This is an optimization exercise on Yosys and OpenROAD, whose aim is small area, a short achievable clock period and few clock cycles per item, not a production implementation. In this exercise RTL edits were held to simulation tests only and were not proved equivalent to the original. Power figures rest on the tool's default switching activity, not on a simulated workload.

==> module chip8_instruction_execute_top, before the edit <==
module chip8_instruction_execute_top #(
    parameter int unsigned STACK_DEPTH = 16
) (
    input  wire logic        aclk,
    input  wire logic        aresetn,
    input  wire logic        cfg_valid,
    output logic             cfg_ready,
    input  wire logic [11:0] cfg_start_address,
    input  wire logic        s_valid,
    output logic             s_ready,
    input  wire logic [15:0] s_instruction,
    output logic             m_valid,
    input  wire logic        m_ready,
    output logic [11:0]      m_pc_value,
    output logic [11:0]      m_index_value,
    output logic             m_reg_written,
    output logic [3:0]       m_reg_number,
    output logic [7:0]       m_vreg_data,
    output logic             m_flag_written,
    output logic             m_flag_value,
    output logic [1:0]       m_status
);
    localparam int unsigned AW = (STACK_DEPTH > 1) ? $clog2(STACK_DEPTH) : 1;
    localparam int unsigned RW = 17;    
    logic        s_ready_reg, rst_reg;
    logic        r_valid_reg, r2_valid_reg, e_valid_reg, h_valid_reg;
    logic        r_valid_nxt, r2_valid_nxt, e_valid_nxt, h_valid_nxt;
    logic        e_fire, r_adv, r_load, accept, h_en;
    logic [15:0] r_ins_reg, r2_ins_reg;
    logic [7:0]  rd_x, rd_y, fwd_x, fwd_y;
    logic [15:0] e_ins_reg;
    logic [7:0]  opx_reg, opy_reg;
    logic [7:0]  r_ctl, e_ctl_reg;
    logic [11:0]   pc_reg, idx_reg;
    logic [AW-1:0] tp_reg;      
    logic          ne_reg;      
    logic [11:0] pc_next, pc_inc, idx_next, stack_top;
    logic        push, pop, e_rw, e_fw, e_fval, w_rw, w_fw;
    logic [7:0]  e_val;
    logic [1:0]  e_status;
    logic [3:0]  e_num;
    logic [RW-1:0] e_res;
    logic [RW-1:0] h_res_reg;
    assign cfg_ready = 1'b1;
    assign s_ready   = s_ready_reg;
    assign h_en    = !h_valid_reg || m_ready;
    assign e_fire  = e_valid_reg && h_en;
    assign r_adv   = !e_valid_reg || h_en;
    assign r_load  = r_adv || !r_valid_reg;
    assign accept  = s_valid && s_ready_reg;
    assign e_num = e_ins_reg[11:8];
    assign e_rw  = e_ctl_reg[1];
    assign e_fw  = e_ctl_reg[0];
    assign w_rw  = e_valid_reg && e_rw;
    assign w_fw  = e_valid_reg && e_fw;
    c8ie_predec u_predec (
        .ins (r_ins_reg),
        .ctl (r_ctl)
    );
    c8ie_vreg_file u_vregs (
        .aclk  (aclk),
        .clr   (rst_reg),
        .rw    (w_rw),
        .num   (e_num),
        .val   (e_val),
        .fw    (w_fw),
        .fval  (e_fval),
        .rd_x  (r_ins_reg[11:8]),
        .rd_y  (r_ins_reg[7:4]),
        .vx    (rd_x),
        .vy    (rd_y)
    );
    always_comb begin
        fwd_x = rd_x;
        if (e_valid_reg && e_fw && r_ins_reg[11:8] == c8ie_pkg::FLAG_REG) begin
            fwd_x = {7'd0, e_fval};
        end else if (e_valid_reg && e_rw && r_ins_reg[11:8] == e_num) begin
            fwd_x = e_val;
        end
        fwd_y = rd_y;
        if (e_valid_reg && e_fw && r_ins_reg[7:4] == c8ie_pkg::FLAG_REG) begin
            fwd_y = {7'd0, e_fval};
        end else if (e_valid_reg && e_rw && r_ins_reg[7:4] == e_num) begin
            fwd_y = e_val;
        end
    end
    c8ie_stack #(
        .STACK_DEPTH (STACK_DEPTH),
        .AW          (AW)
    ) u_stack (
        .aclk    (aclk),
        .wr_en   (e_valid_reg && push),
        .wr_addr (AW'(tp_reg + AW'(1))),
        .wr_data (pc_inc),
        .rd_addr (tp_reg),
        .rd_data (stack_top)
    );
    c8ie_exec u_exec (
        .ins       (e_ins_reg),
        .ctl       (e_ctl_reg),
        .clr       (rst_reg),
        .pc        (pc_reg),
        .idx       (idx_reg),
        .empty     (!ne_reg),
        .full      (ne_reg && tp_reg == AW'(STACK_DEPTH - 1)),
        .vx        (opx_reg),
        .vy        (opy_reg),
        .stack_top (stack_top),
        .pc_next   (pc_next),
        .pc_inc    (pc_inc),
        .idx_next  (idx_next),
        .push      (push),
        .pop       (pop),
        .val       (e_val),
        .fval      (e_fval),
        .status    (e_status)
    );
    assign e_res = {e_rw, e_num, e_val, e_fw, e_fval, e_status};
    always_comb begin
        r_valid_nxt  = r_load ? (r2_valid_reg || accept) : 1'b1;
        r2_valid_nxt = r2_valid_reg ? !r_adv : (accept && r_valid_reg && !r_adv);
        e_valid_nxt  = r_adv ? r_valid_reg : 1'b1;
        h_valid_nxt  = h_en ? e_valid_reg : 1'b1;
    end
    always_ff @(posedge aclk) begin
        rst_reg <= !aresetn;
        if (!aresetn) begin
            s_ready_reg  <= 1'b1;
            r_valid_reg  <= 1'b0;
            r2_valid_reg <= 1'b0;
            e_valid_reg  <= 1'b0;
            h_valid_reg  <= 1'b0;
        end else begin
            s_ready_reg  <= !r2_valid_nxt;
            r_valid_reg  <= r_valid_nxt;
            r2_valid_reg <= r2_valid_nxt;
            e_valid_reg  <= e_valid_nxt;
            h_valid_reg  <= h_valid_nxt;
        end
    end
    always_ff @(posedge aclk) begin
        if (cfg_valid) begin
            pc_reg <= cfg_start_address;
        end else if (rst_reg) begin
            pc_reg <= c8ie_pkg::RESET_START_ADDR;
        end else if (e_fire) begin
            pc_reg <= pc_next;
        end
        if (rst_reg) begin
            idx_reg <= '0;
            ne_reg  <= 1'b0;
            tp_reg  <= AW'(STACK_DEPTH - 1);
        end else if (e_fire) begin
            idx_reg <= idx_next;
            if (push) begin
                ne_reg  <= 1'b1;
                tp_reg  <= AW'(tp_reg + AW'(1));
            end else if (pop) begin
                ne_reg  <= (tp_reg != '0);
                tp_reg  <= AW'(tp_reg - AW'(1));
            end
        end
    end
    always_ff @(posedge aclk) begin
        if (r_load) begin
            r_ins_reg <= r2_valid_reg ? r2_ins_reg : s_instruction;
        end
        if (!r2_valid_reg) begin
            r2_ins_reg <= s_instruction;
        end
        if (r_adv) begin
            e_ins_reg <= r_ins_reg;
            e_ctl_reg <= r_ctl;
            opx_reg   <= fwd_x;
            opy_reg   <= fwd_y;
        end
        if (h_en) begin
            h_res_reg <= e_res;
        end
    end
    assign m_valid = h_valid_reg;
    assign {m_reg_written, m_reg_number, m_vreg_data, m_flag_written, m_flag_value,
            m_status} = h_res_reg;
    assign m_pc_value    = pc_reg;
    assign m_index_value = idx_reg;
endmodule
==> flow/config.mk <==
export PLATFORM = sky130hd
export DESIGN_NAME = chip8_instruction_execute_top
export DESIGN_NICKNAME = chip8_instruction_execute_top
export VERILOG_FILES = /design/flow/design.v
export SDC_FILE = /design/flow/constraint.sdc
export NUM_CORES = 4
export LEC_CHECK = 0
export ABC_AREA = 1
export ABC_CLOCK_PERIOD_IN_PS = 2500
export CAP_MARGIN = 20
export CORE_MARGIN = 2
export CORE_UTILIZATION = 55
export CTS_CLUSTER_DIAMETER = 100
export CTS_CLUSTER_SIZE = 25
export SETUP_SLACK_MARGIN = 4.5
export SLEW_MARGIN = 20
export TNS_END_PERCENT = 20
==> flow/constraint.sdc <==
create_clock -name core_clock -period 7.0 [get_ports {aclk}]
set_input_delay 1.4000 -clock core_clock [delete_from_list [all_inputs] [get_ports {aclk}]]
set_output_delay 1.4000 -clock core_clock [all_outputs]
set_load 0.01 [all_outputs]
standard.sh (not shown) runs the stock make flow with config.mk's settings and CLKGATE_MAP_FILE= SYNTH_SCRIPT=/design/flow/synth_recipe.tcl, a recipe that flattens the netlist after the stock synthesis.
==> flow/flow/run.sh <==
#!/bin/bash
# The standard layout, with plain buffers (instead of the delay cells the
# resizer picks by default) on the input and output ports.
set -euo pipefail
bash standard.sh BUFFER_PORTS_ARGS="-buffer_cell sky130_fd_sc_hd__buf_2" finish > standard_flow.log 2>&1
Testbench counts at the start, summed over its fixed seeds: cycles 12,024, items 12,000.
==> next run, changes <==
--- a/flow/design.v
+++ b/flow/design.v
@@ -297,8 +297,8 @@
     assign e_num = e_ins_reg[11:8];
     assign e_rw  = e_ctl_reg[1];
     assign e_fw  = e_ctl_reg[0];
-    assign w_rw  = e_valid_reg && e_rw;
-    assign w_fw  = e_valid_reg && e_fw;
+    assign w_rw  = e_fire && e_rw;
+    assign w_fw  = e_fire && e_fw;
     c8ie_predec u_predec (
         .ins (r_ins_reg),
         .ctl (r_ctl)
@@ -335,7 +335,7 @@
         .AW          (AW)
     ) u_stack (
         .aclk    (aclk),
-        .wr_en   (e_valid_reg && push),
+        .wr_en   (e_fire && push),
         .wr_addr (AW'(tp_reg + AW'(1))),
         .wr_data (pc_inc),
         .rd_addr (tp_reg),
The changed run produced a clean layout.
Global-route usage grows by 1.4 points.
Worst setup slack is better by 0.024 ns.
Via count grows slightly.
Hold slack is better by 0.0036 ns.
Routed wire length grows by a few percent.
Clock-buffer cell count is unchanged.
Core utilization shrinks by 0.55 points.
Power grows slightly.
Testbench counts after the change, summed over its fixed seeds: cycles 12,024, items 12,000.

## afterwards: timing with drivers on the ports
The results above use ideal ports. As a check the final layouts listed here were re-extracted and re-timed, cells and wires unchanged. Step 1 (the two cells are an assumption about what drives the block):
set clk [get_ports {aclk}]
set_driving_cell -lib_cell sky130_fd_sc_hd__clkbuf_16 $clk
set_driving_cell -lib_cell sky130_fd_sc_hd__buf_2 [delete_from_list [all_inputs] $clk]
Step 2 times the ports against the registers' clock, not the clock port: input delays grow and output delays shrink by t, the midpoint of the rising clock arrivals with the driver on. Slacks: ideal / step 1 / step 2; pairs: ideal / step 1.
run | t (ns) | slack for setup (ns) | worst setup path after step 2 | clock arrival spread, ns
the first run | 0.605 | 4.255 / 4.198 / 3.970 | input to register | 0.025 / 0.025
the second run | 0.615 | 4.279 / 4.222 / 3.732 | input to register | 0.029 / 0.029
After both steps every run listed still meets setup and hold. The setup slack of the second run, which loses most, moves by -0.057 ns with the drivers and by -0.547 ns with both steps.
